This design comes from an exercise in tuning for small area, a short achievable clock period and few clock cycles on the open sky130 flow, not from production work.
No functional check of the RTL was part of any run shown here.
No activity file was given, so power comes from the tool's default toggle rates.

## design/flow/run.sh

```bash
#!/bin/bash
# synth_recipe.tcl (not shown) runs the flow's synth.tcl, then flattens the netlist and writes it again
# the make line also repeats each setting of config.mk as NAME=value (left out here)
make -C /OpenROAD-flow-scripts/flow DESIGN_CONFIG=/design/flow/config.mk WORK_HOME=/design/flow/orfs CLKGATE_MAP_FILE= SYNTH_SCRIPT=/design/flow/synth_recipe.tcl finish
```

## design/flow/config.mk

```make
export PLATFORM = sky130hd
export DESIGN_NAME = log2_latency_histogram_top
export DESIGN_NICKNAME = log2_latency_histogram_top
export VERILOG_FILES = /design/flow/design.v
export SDC_FILE = /design/flow/constraint.sdc
export NUM_CORES = 4
export LEC_CHECK = 0
export CAP_MARGIN = 20
export CORE_MARGIN = 2
export CORE_UTILIZATION = 40
export SLEW_MARGIN = 20
```

## design/flow/constraint.sdc

```tcl
create_clock -name core_clock -period 8.0 [get_ports {i_clk}]
set_input_delay 1.6000 -clock core_clock [delete_from_list [all_inputs] [get_ports {i_clk}]]
set_output_delay 1.6000 -clock core_clock [all_outputs]
set_load 0.01 [all_outputs]
```

## design/flow/design.v

```verilog
package l2lh_pkg;
    localparam int BUCKETS_DEF = 32;    
    localparam int LAT_W       = 32;    
    localparam int PCT_W       = 7;     
    localparam int SUM_W       = 64;    
    localparam int BOUND_W     = 33;    
    localparam int RANK_SCALE  = 100;   
    localparam int SCALE_W     = 7;     
    localparam int NQ_W        = 26;    
    localparam int DIV_STEPS   = 2;     
endpackage
module log2_latency_histogram_top #(
    parameter int BUCKETS = l2lh_pkg::BUCKETS_DEF
) (
    input  logic                         i_clk,
    input  logic                         i_rst_n,
    input  logic                         i_cfg_valid,
    output logic                         o_cfg_ready,
    input  logic                         i_cfg_enable,
    input  logic                         i_in_valid,
    output logic                         o_in_ready,
    input  logic                         i_action,
    input  logic [l2lh_pkg::LAT_W-1:0]   i_latency_ms,
    input  logic [l2lh_pkg::PCT_W-1:0]   i_percentile,
    output logic                         o_out_valid,
    input  logic                         i_out_ready,
    output logic [l2lh_pkg::LAT_W-1:0]   o_sample_count,
    output logic [l2lh_pkg::LAT_W-1:0]   o_mean_ms,
    output logic [l2lh_pkg::BOUND_W-1:0] o_percentile_bound_ms,
    output logic [l2lh_pkg::LAT_W-1:0]   o_max_ms
);
    localparam int LAT_W   = l2lh_pkg::LAT_W;
    localparam int PCT_W   = l2lh_pkg::PCT_W;
    localparam int SUM_W   = l2lh_pkg::SUM_W;
    localparam int BOUND_W = l2lh_pkg::BOUND_W;
    localparam int NQ_W    = l2lh_pkg::NQ_W;
    localparam int SC_W    = l2lh_pkg::SCALE_W;
    localparam int IDX_W   = $clog2(BUCKETS);
    localparam int NCNT    = BUCKETS - 1;           
    localparam int DSTEP   = l2lh_pkg::DIV_STEPS;
    localparam int DCYC    = LAT_W / DSTEP;         
    localparam int TSTEP   = PCT_W + 1;             
    localparam int DL      = TSTEP + 1;             
    localparam int QC_W    = $clog2(DCYC + 2);
    logic                    r_rdy;
    logic                    r_enable;
    logic                    s0_v, s0_q, s0_rec;
    logic [LAT_W-1:0]        s0_lat;
    logic [PCT_W-1:0]        s0_pct;
    logic [LAT_W-1:0]        r_samples;
    logic [SUM_W-1:0]        r_sum;
    logic [LAT_W-1:0]        r_peak;
    logic [NQ_W-1:0]         r_nq;                  
    logic [SC_W-1:0]         r_nm;                  
    logic [DL-1:0]           dl_v;
    logic [IDX_W-1:0]        dl_b [DL];
    logic [LAT_W-1:0]        r_cum [NCNT];
    logic                    q_busy;
    logic [QC_W-1:0]         q_cnt;
    logic                    q_n0;                  
    logic                    q_big;                 
    logic [PCT_W-1:0]        q_p;
    logic [NQ_W-1:0]         q_nq;
    logic [SC_W-1:0]         q_nm;
    logic [LAT_W-1:0]        q_t;                   
    logic [SC_W-1:0]         q_r;                   
    logic                    q_pz;                  
    logic [LAT_W-1:0]        q_rem;                 
    logic                    r_out_valid;
    logic [LAT_W-1:0]        r_o_count;
    logic [LAT_W-1:0]        r_o_mean;              
    logic [BOUND_W-1:0]      r_o_bound;
    logic [LAT_W-1:0]        r_o_max;
    logic                    w_acc;
    logic                    w_go;
    logic                    w_qgo;
    logic                    w_take;
    logic                    w_s0q_next;
    logic                    w_busy_next;
    logic [IDX_W-1:0]        w_bidx;
    assign o_cfg_ready = 1'b1;
    assign o_in_ready  = r_rdy;
    assign w_acc       = i_in_valid && r_rdy;
    assign w_take      = r_out_valid && i_out_ready;
    assign w_go        = s0_v && !(s0_q && q_busy);
    assign w_qgo       = w_go && s0_q;
    assign w_s0q_next  = w_acc ? i_action : (s0_v && s0_q && !w_go);
    assign w_busy_next = w_qgo || (q_busy && !w_take);
    always_comb begin
        w_bidx = '0;
        for (int i = 1; i < BUCKETS; i++) begin
            if (s0_lat[i]) w_bidx = IDX_W'(i);
        end
    end
    logic              w_tb;
    logic [SC_W+1:0]   w_x;
    logic [1:0]        w_c;
    logic [SC_W-1:0]   w_r_next;
    logic [LAT_W-1:0]  w_t_add;
    logic              w_t_lsb;
    logic              w_t_cin;
    logic [LAT_W-1:0]  w_t_next;
    assign w_tb = q_p[PCT_W-1];
    assign w_x  = {q_r, 1'b0} + (w_tb ? (SC_W+2)'(q_nm) : '0);
    always_comb begin
        if (w_x >= (SC_W+2)'(200)) begin
            w_c      = 2'd2;
            w_r_next = SC_W'(w_x - (SC_W+2)'(200));
        end else if (w_x >= (SC_W+2)'(100)) begin
            w_c      = 2'd1;
            w_r_next = SC_W'(w_x - (SC_W+2)'(100));
        end else begin
            w_c      = 2'd0;
            w_r_next = SC_W'(w_x);
        end
    end
    assign w_t_add  = w_tb ? LAT_W'(q_nq) : '0;
    assign w_t_lsb  = (w_c != 2'd0);
    assign w_t_cin  = (w_c == 2'd2);
    assign w_t_next = {q_t[LAT_W-2:0], w_t_lsb} + w_t_add + LAT_W'(w_t_cin);
    logic [LAT_W-1:0]  w_rem [DSTEP+1];
    logic [LAT_W-1:0]  w_quo [DSTEP+1];
    always_comb begin
        w_rem[0] = q_rem;
        w_quo[0] = r_o_mean;
        for (int s = 0; s < DSTEP; s++) begin
            logic [LAT_W:0] sh;
            sh = {w_rem[s], w_quo[s][LAT_W-1]};
            if (sh >= {1'b0, r_o_count}) begin
                w_rem[s+1] = LAT_W'(sh - {1'b0, r_o_count});
                w_quo[s+1] = {w_quo[s][LAT_W-2:0], 1'b1};
            end else begin
                w_rem[s+1] = LAT_W'(sh);
                w_quo[s+1] = {w_quo[s][LAT_W-2:0], 1'b0};
            end
        end
    end
    logic [NCNT-1:0]    w_ge;
    logic [BOUND_W-1:0] w_bound;
    always_comb begin
        for (int i = 0; i < NCNT; i++) begin
            w_ge[i] = (r_cum[i] >= q_t);
        end
        w_bound = '0;
        w_bound[1] = w_ge[0];
        for (int j = 2; j < BUCKETS; j++) begin
            w_bound[j] = w_ge[j-1] && !w_ge[j-2];
        end
        w_bound[BUCKETS] = !w_ge[NCNT-1];
        if (q_big) begin
            w_bound = {1'b0, r_o_max};
        end
        if (q_n0) begin
            w_bound = '0;
        end
    end
    always_ff @(posedge i_clk) begin
        if (!i_rst_n) begin
            r_rdy       <= 1'b1;
            r_enable    <= 1'b0;
            s0_v        <= 1'b0;
            r_samples   <= '0;
            r_sum       <= '0;
            r_peak      <= '0;
            r_nq        <= '0;
            r_nm        <= '0;
            dl_v        <= '0;
            q_busy      <= 1'b0;
            r_out_valid <= 1'b0;
        end else begin
            r_rdy <= !(w_s0q_next && w_busy_next);
            if (i_cfg_valid) begin
                r_enable <= i_cfg_enable;
            end
            if (w_acc) begin
                s0_v   <= 1'b1;
                s0_q   <= i_action;
                s0_rec <= !i_action && r_enable;
            end else if (w_go) begin
                s0_v   <= 1'b0;
            end
            if (w_go && s0_rec) begin
                r_samples <= r_samples + LAT_W'(1);
                r_sum     <= r_sum + SUM_W'(s0_lat);
                if (s0_lat > r_peak) begin
                    r_peak <= s0_lat;
                end
                if (r_nm == SC_W'(99)) begin
                    r_nm <= '0;
                    r_nq <= r_nq + NQ_W'(1);
                end else begin
                    r_nm <= r_nm + SC_W'(1);
                end
            end
            dl_v <= {dl_v[DL-2:0], w_go && s0_rec};
            q_busy <= w_busy_next;
            if (w_take) begin
                r_out_valid <= 1'b0;
            end
            if (q_busy && (q_cnt == QC_W'(DCYC))) begin
                r_out_valid <= 1'b1;
            end
        end
        if (w_acc) begin
            s0_lat <= i_latency_ms;
            s0_pct <= i_percentile;
        end
        dl_b[0] <= w_bidx;
        for (int k = 1; k < DL; k++) begin
            dl_b[k] <= dl_b[k-1];
        end
        if (w_qgo) begin
            q_cnt     <= '0;
            q_n0      <= (r_samples == '0);
            q_big     <= (s0_pct > PCT_W'(100));
            q_pz      <= (s0_pct == '0);
            q_p       <= s0_pct;
            q_nq      <= r_nq;
            q_nm      <= r_nm;
            q_t       <= '0;
            q_r       <= '0;
            r_o_count <= r_samples;
            r_o_max   <= r_peak;
            if (r_samples == '0) begin
                q_rem    <= '0;
                r_o_mean <= '0;
            end else begin
                q_rem    <= r_sum[SUM_W-1:LAT_W];
                r_o_mean <= r_sum[LAT_W-1:0];
            end
        end else if (q_busy && (q_cnt != QC_W'(DCYC + 1))) begin
            q_cnt <= q_cnt + QC_W'(1);
            if (q_cnt < QC_W'(PCT_W)) begin
                q_t <= w_t_next;
                q_r <= w_r_next;
                q_p <= {q_p[PCT_W-2:0], 1'b0};
            end else if (q_cnt == QC_W'(PCT_W)) begin
                q_t <= q_t + LAT_W'((q_r != '0) || q_pz);
            end
            if (q_cnt == QC_W'(DL - 1)) begin
                r_o_bound <= w_bound;
            end
            if (q_cnt < QC_W'(DCYC) && !q_n0) begin
                q_rem    <= w_rem[DSTEP];
                r_o_mean <= w_quo[DSTEP];
            end
        end
    end
    always_ff @(posedge i_clk) begin
        for (int i = 0; i < NCNT; i++) begin
            if (!i_rst_n) begin
                r_cum[i] <= '0;
            end else if (dl_v[DL-1] && (dl_b[DL-1] <= IDX_W'(i))) begin
                r_cum[i] <= r_cum[i] + LAT_W'(1);
            end
        end
    end
    assign o_out_valid           = r_out_valid;
    assign o_sample_count        = r_o_count;
    assign o_mean_ms             = r_o_mean;
    assign o_percentile_bound_ms = r_o_bound;
    assign o_max_ms              = r_o_max;
endmodule
```

==> out/metrics.csv, run 1 <==
stage;metric;value;unit
status;status;finished clean;
final_layout;area taken by multi-input logic gates;56100;sq um
pwr;P per Cell Area;220;nW/um^2
sta;Max Slew Vio Count;0;
worst_setup_path;Crit Path Max Fanout;20;
final_layout;layout cells sized above 1;4.35;%
routing;DRT Pass-1 Iters;6;
routing;DR WL/cell;20.5;um
synthesis;Mean Syn Cell Area;8.84;sq um
synthesis;Synth Instances;10300;
pwr;VDD IR max;204;uV
pwr;Leak;42.1;nW
sta;max-slew headroom at the worst pin;17.5;%
sta;Final period util;82.3;%
global_routing;GRT Overall Usage;23.6;%
die;Die Y;480;um
global_routing;largest net degree at the start of global routing;193;
worst_setup_path;reg2reg setup slack;1.42;ns
clocking;Max H-tree Level;4;
routing;via count;75800;
routing;via/cell ratio;5.59;
sta;Clock Skew;0.0305;ns
final_layout;Register Area;32500;sq um
clocking;Reg clk slew, reported paths;0.06;ns
global_routing;first-pass GRT wire length;428000;um
routing;Post-DRT Antenna Nets;0;
die;Die X;480;um
die;Core Rows;174;
die;core area;225000;sq um
sta;Fin Setup TNS;0;ns
clocking;CTS Buf Count;172;
worst_hold_path;Tightest Hold Check Type;flop to flop;
synthesis;Top FF cell, synth;dfxtp_1;
worst_setup_path;CP required;8.68;ns
final_layout;post-layout net count;11700;
routing;Initial DRC Count;5141;
worst_setup_path;CP Class;flop to flop;
synthesis;main area contributors after synthesis;dfxtp_1 28%, ha_1 17%, edfxtp_1 8.1%, xor2_1 6.4%, nor2_1 5.0%;
synthesis;synth cell count leaders;1256 x dfxtp_1, 1198 x nor2_1, 1196 x ha_1;
pwr;combinational share of power;27.7;%
synthesis;most frequent cell after synthesis;dfxtp_1;
worst_setup_path;Worst path max stage delay;0.74;ns
global_routing;vias in the first global route;74200;
clocking;clk sinks;1501;
routing;DRT Wirelength;278000;um
final_layout;P&R area growth vs syn;12.2;%
clocking;Max Buffers Root-to-Sink;3;
worst_setup_path;Startpoint Class;flop;
worst_setup_path;Setup crit end kind;flop;
clocking;Post-CTS Setup Bufs;0;
sta;RSZ-0062 raised after global routing;false;
global_routing;initial antenna violation count;8;
worst_setup_path;Cell Chain, Critical Path;inv_1 > ha_1 > nor2b_1 > o21bai_1 > a31oi_1 > o2111ai_1 > a311oi_1 > o2111a_1 > nor2_1 > mux2_2 > ha_1 > nand3_1 > o21bai_1 > a31oi_1 > a21o_1 > nand3_1 > and2_1 > o21a_1 > o211ai_4 > buf_4 > mux2_2 > o21ai_1;
clocking;CTS Hold Buffers Added;0;
sta;Final setup viols;0;
sta;minimum clock period;6.58;ns
placement;GP Congestion;0.911;
clocking;Root Buffer;clkbuf_16;
synthesis;library cells used by synthesis;98;
worst_setup_path;CP max stage cell;nor2_1;
synthesis;YS warnings;5;
synthesis;sequential fraction of the synthesis area;35.9;%
synthesis;async set-or-reset flop fraction in the synthesized netlist;0;%
flow_run;Max-Cap Viols;0;
worst_setup_path;crit path DAT;7.26;ns
die;Die Footprint;230000;sq um
synthesis;post-synth top area share;27.7;%
sta;measured slew at the worst slew-check pin;1.23;ns
clocking;CTS resizes;0;
synthesis;syn nets;11500;
synthesis;synthesized area;90600;sq um
clocking;worst skew pair latency;0.83;ns
synthesis;FF+latch count, synth;1501;
final_layout;# fillers;21500;
die;initial core utilization;40.3;%
pwr;power share of the clock group;36.0;%
sta;achievable frequency;152;MHz
placement;I/O Buffers;176;
final_layout;fin util;45.2;%
global_routing;global route overflow;0;
pwr;Int Pwr;14.8;mW
routing;DRC viols;0;
die;Top Ports;178;
sta;final hold vios;0;
pwr;P_sw;7.51;mW
synthesis;EDFF count, synth;245;
clocking;CTS tree;yes;
placement;dpl hpwl;196000;um
pwr;Sw Share;33.6;%
pwr;Flop pwr share;36.3;%
synthesis;cell taking the most area after synthesis;dfxtp_1;
==> registers in the layout, indices dropped and copies added (netlist names), 33 cells and up <==
register   cells
r_cum        992
dl_b          45
r_o_bound     33
r_sum         64
==> per-layer routing <==
layer	routed length [um]	part of all wire (%)	vias to the layer above	global-route usage, %
li1	-	-	37200	-
met4	14700	5.3	8	11.9
met3	13200	4.7	470	3.28
met2	128000	46	1653	39.3
met5	50	0.018	-	0
met1	122000	44	36500	29.8
==> cells in the final DEF, fill, tap and decap left out, drive strengths merged, types with 149 or more instances in the layout <==
cell type	count
nand2	857
clkdlybuf4s50	175
inv	276
nand4	365
nand3	485
dfxtp	1256
a21o	370
ha	1196
xnor2	315
xor2	667
clkbuf	254
o21ai	483
nor2	1200
edfxtp	245
a21oi	616
nor3	149
or3	179
and3	248
==> power by group through the flow <==
| stage | clock (mW) | sequential, mW | combinational, mW |
|---|---|---|---|
| final | 8.05 | 8.11 | 6.18 |
| after global placement | 0 | 8.26 | 5.99 |
| after detailed placement | 0 | 8.26 | 6.12 |
| after global routing | 8.51 | 8.12 | 6.81 |
| after floorplan | 0 | 8.18 | 3.94 |
| after CTS | 8.21 | 8.10 | 6.16 |
==> metrics by stage <==
step / instance area (sq um) / total power, mW / hold slack (ns) / instances / setup slack [ns]
finish: 102000 / 22.3 / 0.325 / 13600 / 1.42
global route: 102000 / 23.4 / 0.329 / 13600 / 0.984
CTS: 102000 / 22.5 / 0.325 / 13600 / 1.37
detailed placement: 96000 / 14.4 / 0.312 / 13200 / 1.42
global placement: 96000 / 14.3 / 0.312 / 13200 / 1.44
floorplan: 90600 / 12.1 / 0.310 / 10300 / 2.20
==> worst paths after layout <==
path | from | end | cells after the start
worst max-delay path | r_o_count[1]$_DFFE_PP_ | q_rem[0]$_DFFE_PP_ | 22
worst min register to register | dl_b[7][1]$_DFF_P_ | dl_b[8][1]$_DFF_P_ | 0
worst min-delay path | dl_b[7][1]$_DFF_P_ | dl_b[8][1]$_DFF_P_ | 0
worst max register to register | r_o_count[1]$_DFFE_PP_ | q_rem[0]$_DFFE_PP_ | 22
==> logic make-up after synthesis <==
| logic type | synth area share [%] |
|---|---|
| XOR/XNOR | 9.49 |
| multiplexers | 1.10 |
| AND/OR/NAND/NOR | 21.3 |
| buffers and inverters | 2.30 |
| adder cells (fa/ha/maj) | 16.6 |
| flip-flops | 35.9 |
| other | 0.00414 |
| AO/OA/AOI/OAI | 13.3 |
==> area by class of cell <==
class                      instances  area share, %
multi-input combinational       8206           55.2
timing repair buffer             277           2.55
clock inverter                    62          0.753
tap                             2992           3.68
sequential                      1501           32.0
clock buffer                     254           4.84
antenna                            2        0.00492
inverter                         267           1.00
==> worst max-delay path: cells and delay by family (launching register included) <==
kind	cells	cell delay, ns
and+or+nand+nor	5	1.39
adders and majority gates	2	0.65
DFF	1	0.40
buffers and inverters	2	0.57
muxes	2	0.80
AOI/OAI and AO/OA	11	2.62
==> inputs of run 2 (changes only) <==
--- a/design/flow/design.v
+++ b/design/flow/design.v
@@ -37,3 +37,3 @@
     localparam int SC_W    = l2lh_pkg::SCALE_W;
-    localparam int IDX_W   = $clog2(BUCKETS);
+    localparam int IDX_W   = 5;                     
     localparam int NCNT    = BUCKETS - 1;           
@@ -42,4 +42,21 @@
     localparam int TSTEP   = PCT_W + 1;             
-    localparam int DL      = TSTEP + 1;             
-    localparam int QC_W    = $clog2(DCYC + 2);
+    localparam int DA      = TSTEP + 1;             
+    localparam int NPROBE  = IDX_W;                 
+    localparam int DL      = DA + NPROBE - 1;       
+    localparam int QC_W    = 5;                     
+    function automatic logic [LAT_W-1:0] inc_tgl(input logic [LAT_W-1:0] q, input logic en);
+        logic [LAT_W-1:0] t;
+        logic [3:0]       cin;
+        cin[0] = en;
+        for (int g = 1; g < 4; g++) begin
+            cin[g] = cin[g-1] & (&q[8*g-8 +: 8]);
+        end
+        for (int g = 0; g < 4; g++) begin
+            t[8*g] = cin[g];
+            for (int k = 1; k < 8; k++) begin
+                t[8*g+k] = t[8*g+k-1] & q[8*g+k-1];
+            end
+        end
+        inc_tgl = t;
+    endfunction
     logic                    r_rdy;
@@ -50,3 +67,4 @@
     logic [LAT_W-1:0]        r_samples;
-    logic [SUM_W-1:0]        r_sum;
+    logic [LAT_W-1:0]        r_sum_lo;
+    logic [LAT_W-1:0]        r_sum_hi;
     logic [LAT_W-1:0]        r_peak;
@@ -67,2 +85,4 @@
     logic                    q_pz;                  
+    logic [IDX_W-1:0]        q_idx;                 
+    logic [IDX_W-1:0]        q_m;                   
     logic [LAT_W-1:0]        q_rem;                 
@@ -76,2 +96,3 @@
     logic                    w_qgo;
+    logic                    w_rec;
     logic                    w_take;
@@ -86,2 +107,3 @@
     assign w_qgo       = w_go && s0_q;
+    assign w_rec       = s0_v && s0_rec;
     assign w_s0q_next  = w_acc ? i_action : (s0_v && s0_q && !w_go);
@@ -94,2 +116,8 @@
     end
+    logic [LAT_W:0]   w_lo_sum;
+    logic [LAT_W-1:0] w_hi_tgl;
+    logic [LAT_W-1:0] w_n_tgl;
+    assign w_lo_sum = {1'b0, r_sum_lo} + {1'b0, s0_lat};
+    assign w_hi_tgl = inc_tgl(r_sum_hi, w_lo_sum[LAT_W]);
+    assign w_n_tgl  = inc_tgl(r_samples, 1'b1);
     logic              w_tb;
@@ -126,9 +154,11 @@
         for (int s = 0; s < DSTEP; s++) begin
-            logic [LAT_W:0] sh;
+            logic [LAT_W:0]   sh;
+            logic [LAT_W+1:0] df;
             sh = {w_rem[s], w_quo[s][LAT_W-1]};
-            if (sh >= {1'b0, r_o_count}) begin
-                w_rem[s+1] = LAT_W'(sh - {1'b0, r_o_count});
+            df = {1'b0, sh} - {2'b0, r_o_count};
+            if (!df[LAT_W+1]) begin
+                w_rem[s+1] = df[LAT_W-1:0];
                 w_quo[s+1] = {w_quo[s][LAT_W-2:0], 1'b1};
             end else begin
-                w_rem[s+1] = LAT_W'(sh);
+                w_rem[s+1] = sh[LAT_W-1:0];
                 w_quo[s+1] = {w_quo[s][LAT_W-2:0], 1'b0};
@@ -137,20 +167,24 @@
     end
-    logic [NCNT-1:0]    w_ge;
-    logic [BOUND_W-1:0] w_bound;
-    always_comb begin
-        for (int i = 0; i < NCNT; i++) begin
-            w_ge[i] = (r_cum[i] >= q_t);
-        end
-        w_bound = '0;
-        w_bound[1] = w_ge[0];
-        for (int j = 2; j < BUCKETS; j++) begin
-            w_bound[j] = w_ge[j-1] && !w_ge[j-2];
-        end
-        w_bound[BUCKETS] = !w_ge[NCNT-1];
-        if (q_big) begin
-            w_bound = {1'b0, r_o_max};
-        end
-        if (q_n0) begin
-            w_bound = '0;
-        end
+    logic [IDX_W-1:0]  w_j;
+    logic [IDX_W-1:0]  w_below;
+    logic [2:0]        w_corr;
+    logic [LAT_W:0]    w_tc;
+    logic [LAT_W-1:0]  w_cj;
+    logic              w_lt;
+    logic [QC_W-1:0]   w_step;
+    always_comb begin
+        for (int b = 0; b < IDX_W; b++) begin
+            w_below[b] = |(q_m >> (b + 1));
+        end
+        w_j    = q_idx | w_below;
+        w_step = q_cnt - QC_W'(DA - 1);
+        w_corr = '0;
+        for (int u = 0; u < NPROBE - 1; u++) begin
+            if ((QC_W'(u) < w_step) && dl_v[DA+u] && (dl_b[DA+u] <= w_j)) begin
+                w_corr = w_corr + 3'd1;
+            end
+        end
+        w_cj = r_cum[w_j];
+        w_tc = {1'b0, q_t} + (LAT_W+1)'(w_corr);
+        w_lt = ({1'b0, w_cj} < w_tc);
     end
@@ -162,3 +196,4 @@
             r_samples   <= '0;
-            r_sum       <= '0;
+            r_sum_lo    <= '0;
+            r_sum_hi    <= '0;
             r_peak      <= '0;
@@ -181,5 +216,6 @@
             end
-            if (w_go && s0_rec) begin
-                r_samples <= r_samples + LAT_W'(1);
-                r_sum     <= r_sum + SUM_W'(s0_lat);
+            if (w_rec) begin
+                r_samples <= r_samples ^ w_n_tgl;
+                r_sum_lo  <= w_lo_sum[LAT_W-1:0];
+                r_sum_hi  <= r_sum_hi ^ w_hi_tgl;
                 if (s0_lat > r_peak) begin
@@ -194,3 +230,3 @@
             end
-            dl_v <= {dl_v[DL-2:0], w_go && s0_rec};
+            dl_v <= {dl_v[DL-2:0], w_rec};
             q_busy <= w_busy_next;
@@ -221,2 +257,4 @@
             q_r       <= '0;
+            q_idx     <= '0;
+            q_m       <= IDX_W'(1) << (IDX_W - 1);
             r_o_count <= r_samples;
@@ -227,4 +265,4 @@
             end else begin
-                q_rem    <= r_sum[SUM_W-1:LAT_W];
-                r_o_mean <= r_sum[LAT_W-1:0];
+                q_rem    <= r_sum_hi;
+                r_o_mean <= r_sum_lo;
             end
@@ -239,4 +277,16 @@
             end
-            if (q_cnt == QC_W'(DL - 1)) begin
-                r_o_bound <= w_bound;
+            if ((q_cnt >= QC_W'(DA - 1)) && (q_cnt < QC_W'(DA - 1 + NPROBE))) begin
+                if (w_lt) begin
+                    q_idx <= q_idx | q_m;
+                end
+                q_m <= q_m >> 1;
+            end
+            if (q_cnt == QC_W'(DA - 1 + NPROBE)) begin
+                if (q_n0) begin
+                    r_o_bound <= '0;
+                end else if (q_big) begin
+                    r_o_bound <= {1'b0, r_o_max};
+                end else begin
+                    r_o_bound <= BOUND_W'(1) << ({1'b0, q_idx} + 6'd1);
+                end
             end
@@ -246,2 +296,8 @@
             end
+        end
+    end
+    logic [NCNT-1:0] w_cinc;
+    always_comb begin
+        for (int i = 0; i < NCNT; i++) begin
+            w_cinc[i] = dl_v[DA-1] && (dl_b[DA-1] <= IDX_W'(i));
         end
@@ -252,4 +308,4 @@
                 r_cum[i] <= '0;
-            end else if (dl_v[DL-1] && (dl_b[DL-1] <= IDX_W'(i))) begin
-                r_cum[i] <= r_cum[i] + LAT_W'(1);
+            end else begin
+                r_cum[i] <= r_cum[i] ^ inc_tgl(r_cum[i], w_cinc[i]);
             end
==> out/metrics.csv, run 2 <==
stage;metric;value;unit;change
global_routing;GRT Max-Usage Layer;met2;;
die;core area;192000;sq um;-15%
sta;Fin Setup TNS;0;ns;unchanged
worst_hold_path;HP Start;dl_b[6][4]$_DFF_P_;;
synthesis;synth cell count leaders;1290 x dfxtp_1, 1148 x ha_1, 1132 x and2_1;;
worst_setup_path;Worst R2R Start;q_m[4]$_SDFFE_PP1P_;;
global_routing;met2 global-route usage;38.7;%;-0.52 points
clocking;worst skew pair latency;0.85;ns;+0.02 ns
global_routing;first-pass GRT wire length;354000;um;-17%
clocking;CTS Buf Count;172;;unchanged
clocking;Reg clk slew, reported paths;0.06;ns;about the same
final_layout;layout cells sized above 1;6.25;%;+1.9 points
synthesis;synthesized area;77200;sq um;-15%
global_routing;global route overflow;0;;unchanged
sta;RSZ-0062 raised after global routing;false;;
synthesis;Synth Instances;7609;;-26%
synthesis;post-synth top area share;33.5;%;+5.7 points
die;Die X;443;um;-7.7%
worst_setup_path;Crit path top cell by count;ha_1;;
pwr;total power;19.0;mW;-15%
pwr;Leak;40.3;nW;-4.4%
global_routing;GR Layer Usage met3;4.04;%;+0.76 points
synthesis;YS warnings;5;;unchanged
placement;dpl hpwl;174000;um;-11%
synthesis;most frequent cell after synthesis;dfxtp_1;;
die;Top Ports;178;;unchanged
sta;Clock Skew;0.0335;ns;+0.00303 ns
routing;DR WL/cell;22.7;um;+11%
worst_setup_path;Crit Path Max Fanout;17;;-15%
status;status;finished clean;;
die;Core Rows;161;;-7.5%
die;initial core utilization;40.2;%;-0.099 points
global_routing;GR Layer Usage met1;30.4;%;+0.54 points
global_routing;GRT Overall Usage;23.4;%;-0.19 points
sta;Final period util;92.0;%;+9.7 points
routing;via/cell ratio;5.68;;+1.6%
die;Die Y;443;um;-7.7%
synthesis;syn nets;8809;;-23%
sta;minimum clock period;7.36;ns;+0.773 ns
worst_setup_path;CP Buf/Inv Count;1;;-1
pwr;P per Cell Area;216;nW/um^2;-1.7%
worst_setup_path;CP required;8.77;ns;+0.09 ns
routing;via count;58800;;-22%
synthesis;sequential fraction of the synthesis area;43.0;%;+7.1 points
worst_setup_path;Setup crit end kind;flop;;
routing;Initial DRC Count;5369;;+4.4%
worst_setup_path;CP Class;flop to flop;;
routing;DRT Wirelength;235000;um;-15%
global_routing;initial antenna violation count;6;;-2
synthesis;main area contributors after synthesis;dfxtp_1 33%, ha_1 19%, edfxtp_1 9.5%, and2_1 9.2%, nand4_1 2.5%;;
clocking;CTS tree;yes;;
worst_hold_path;Tightest Hold Check Type;flop to flop;;
clocking;Root Buffer;clkbuf_16;;
final_layout;max reg flops;992;;unchanged
synthesis;async set-or-reset flop fraction in the synthesized netlist;0;%;unchanged
final_layout;post-layout net count;8889;;-24%
flow_run;Max-Cap Viols;0;;unchanged
synthesis;EDFF count, synth;245;;unchanged
clocking;CTS resizes;0;;unchanged
final_layout;Regs by FF count;r_cum x992, dl_b x65, r_o_bound x33;;
worst_setup_path;CP max stage cell;a2111oi_0;;
final_layout;most flop-heavy register;r_cum;;
worst_setup_path;family with the most delay on the worst path;compound AO/OA/AOI/OAI gates;;
pwr;VDD IR max;178;uV;-13%
clocking;Max H-tree Level;4;;unchanged
final_layout;commonest non-fill, non-tap cell in the layout;dfxtp_1;;
routing;Post-DRT Antenna Nets;0;;unchanged
sta;measured slew at the worst slew-check pin;1.16;ns;-0.0707 ns
clocking;Max Buffers Root-to-Sink;3;;unchanged
final_layout;P&R area growth vs syn;13.7;%;
final_layout;most frequent cells in the layout;1290 x dfxtp_1, 1148 x ha_1, 1131 x and2_1;;
synthesis;library cells used by synthesis;90;;-8.2%
sta;final hold vios;0;;unchanged
sta;Final setup viols;0;;unchanged
worst_setup_path;Startpoint Class;flop;;
routing;DRT Pass-1 Iters;7;;+1
synthesis;cell taking the most area after synthesis;dfxtp_1;;
clocking;Post-CTS Setup Bufs;0;;unchanged
worst_setup_path;Worst path max stage delay;0.58;ns;-0.16 ns
die;Die Footprint;196000;sq um;-15%
placement;I/O Buffers;176;;unchanged
global_routing;largest net degree at the start of global routing;289;;+50%
placement;GP Congestion;0.929;;+2.0%
sta;max-slew headroom at the worst pin;22.7;%;+5.2 points
sta;Max Slew Vio Count;0;;unchanged
worst_setup_path;crit path from;q_m[4]$_SDFFE_PP1P_;;
routing;DRC viols;0;;unchanged
synthesis;FF+latch count, synth;1535;;+2.3%
clocking;CTS Hold Buffers Added;0;;unchanged
clocking;clk sinks;1535;;+2.3%
global_routing;vias in the first global route;57500;;-23%
sta;achievable frequency;136;MHz;-11%
synthesis;Mean Syn Cell Area;10.1;sq um;+15%
synthesis;Top FF cell, synth;dfxtp_1;;
worst_setup_path;crit path DAT;8.13;ns;+0.87 ns
[run 2: cell types whose count changed after synthesis, moves of 208 or more]
cell	before	now
a21o_1	370	76
a21oi_1	613	216
and2_1	106	1132
nand2_1	857	456
nand3_1	484	127
nor2_1	1198	279
xnor2_1	315	107
xor2_1	667	185
[run 2: layout make-up]
type,count,area [sq um]
multi-input combinational,5532,42300
timing repair buffer,273,2550
sequential,1535,33200
fill,18100,104000
tap,2526,3160
clock inverter,77,913
antenna,4,10.0
clock buffer,237,5000
inverter,175,664
[run 2: where the power goes]
| part | switching, mW | internal, mW | leakage (nW) | total (mW) |
|---|---|---|---|---|
| registers | 0.239 | 8.04 | 12.7 | 8.28 |
| logic | 1.43 | 1.03 | 24.7 | 2.47 |
| clock network | 3.44 | 4.77 | 2.91 | 8.21 |
[run 2: path summary, 6_finish.rpt]
kind | cells after the start | to | slack, ns
setup / recovery | 28 | q_idx[4]$_SDFFE_PP0P_ | 0.64
hold / removal | 0 | dl_b[7][4]$_DFF_P_ | 0.31
setup reg to reg | 28 | q_idx[4]$_SDFFE_PP0P_ | 0.64
hold reg to reg | 0 | dl_b[7][4]$_DFF_P_ | 0.31
[run 2: metal layers]
metal / vias up / part of all wire, %
met5: - / 0
met4: 0 / 4.1
met3: 434 / 6.6
met2: 1933 / 46
met1: 28700 / 43
li1: 27800 / -
[run 2: logic make-up (layout without fill, tap and decap cells)]
kind of cell,Yosys count,count (layout),share of synthesized area [%]
muxes,52,52,0.721
DFF,1535,1535,43.0
and+or+nand+nor,2676,2676,19.0
other,1,5,0.00486
adders and majority gates,1157,1157,18.8
buffers and inverters,542,762,2.67
xor gates and xnor gates,292,292,3.31
AOI/OAI and AO/OA,1354,1354,12.4
[run 2: stage by stage]
stage | cell area, sq um | hold WS [ns] | cells | utilization, % | setup slack (ns)
CTS | 87700 | 0.312 | 10400 | 45.7 | 0.646
global placement | 81800 | 0.310 | 10000 | 42.6 | 0.610
floorplan | 77200 | 0.310 | 7609 | - | 1.50
finish | 87800 | 0.309 | 10400 | 45.7 | 0.642
detailed placement | 81800 | 0.312 | 10000 | 42.6 | 0.688
global route | 87800 | 0.320 | 10400 | 45.7 | 0.116
[run 2: worst reg2reg max path: cells and delay by family (launching register included)]
family | cells | cell delay, ns
xor gates and xnor gates | 2 | 0.39
and+or+nand+nor | 7 | 2.06
buffers and inverters | 1 | 0.20
muxes | 1 | 0.30
DFF | 1 | 0.31
adders and majority gates | 5 | 1.50
AOI/OAI and AO/OA | 12 | 2.52

## what the ideal ports hide
In the flow no input, the clock included, has a driving cell. The finished layouts below were timed again as built, in two steps.
Step 1 sets driving cells, clkbuf_16 on the clock port and buf_2 on the other inputs (assumed; they add their load-dependent delay and slew).
Step 2 also shifts input and output timing later by t, the mid clock arrival at the registers, as if the neighbouring blocks saw the same clock.
Slacks: ideal ports / drivers / drivers and shift; pairs: ideal ports / drivers.
run | t, ns | setup slack, ns | worst setup path after step 2 | latest minus earliest clock arrival (ns)
run 1 | 0.911 | 1.415 / 1.415 / 1.415 | register to register | 0.031 / 0.030
run 2 | 0.920 | 0.642 / 0.642 / 0.642 | register to register | 0.034 / 0.034
After both steps every run listed still meets setup and hold.
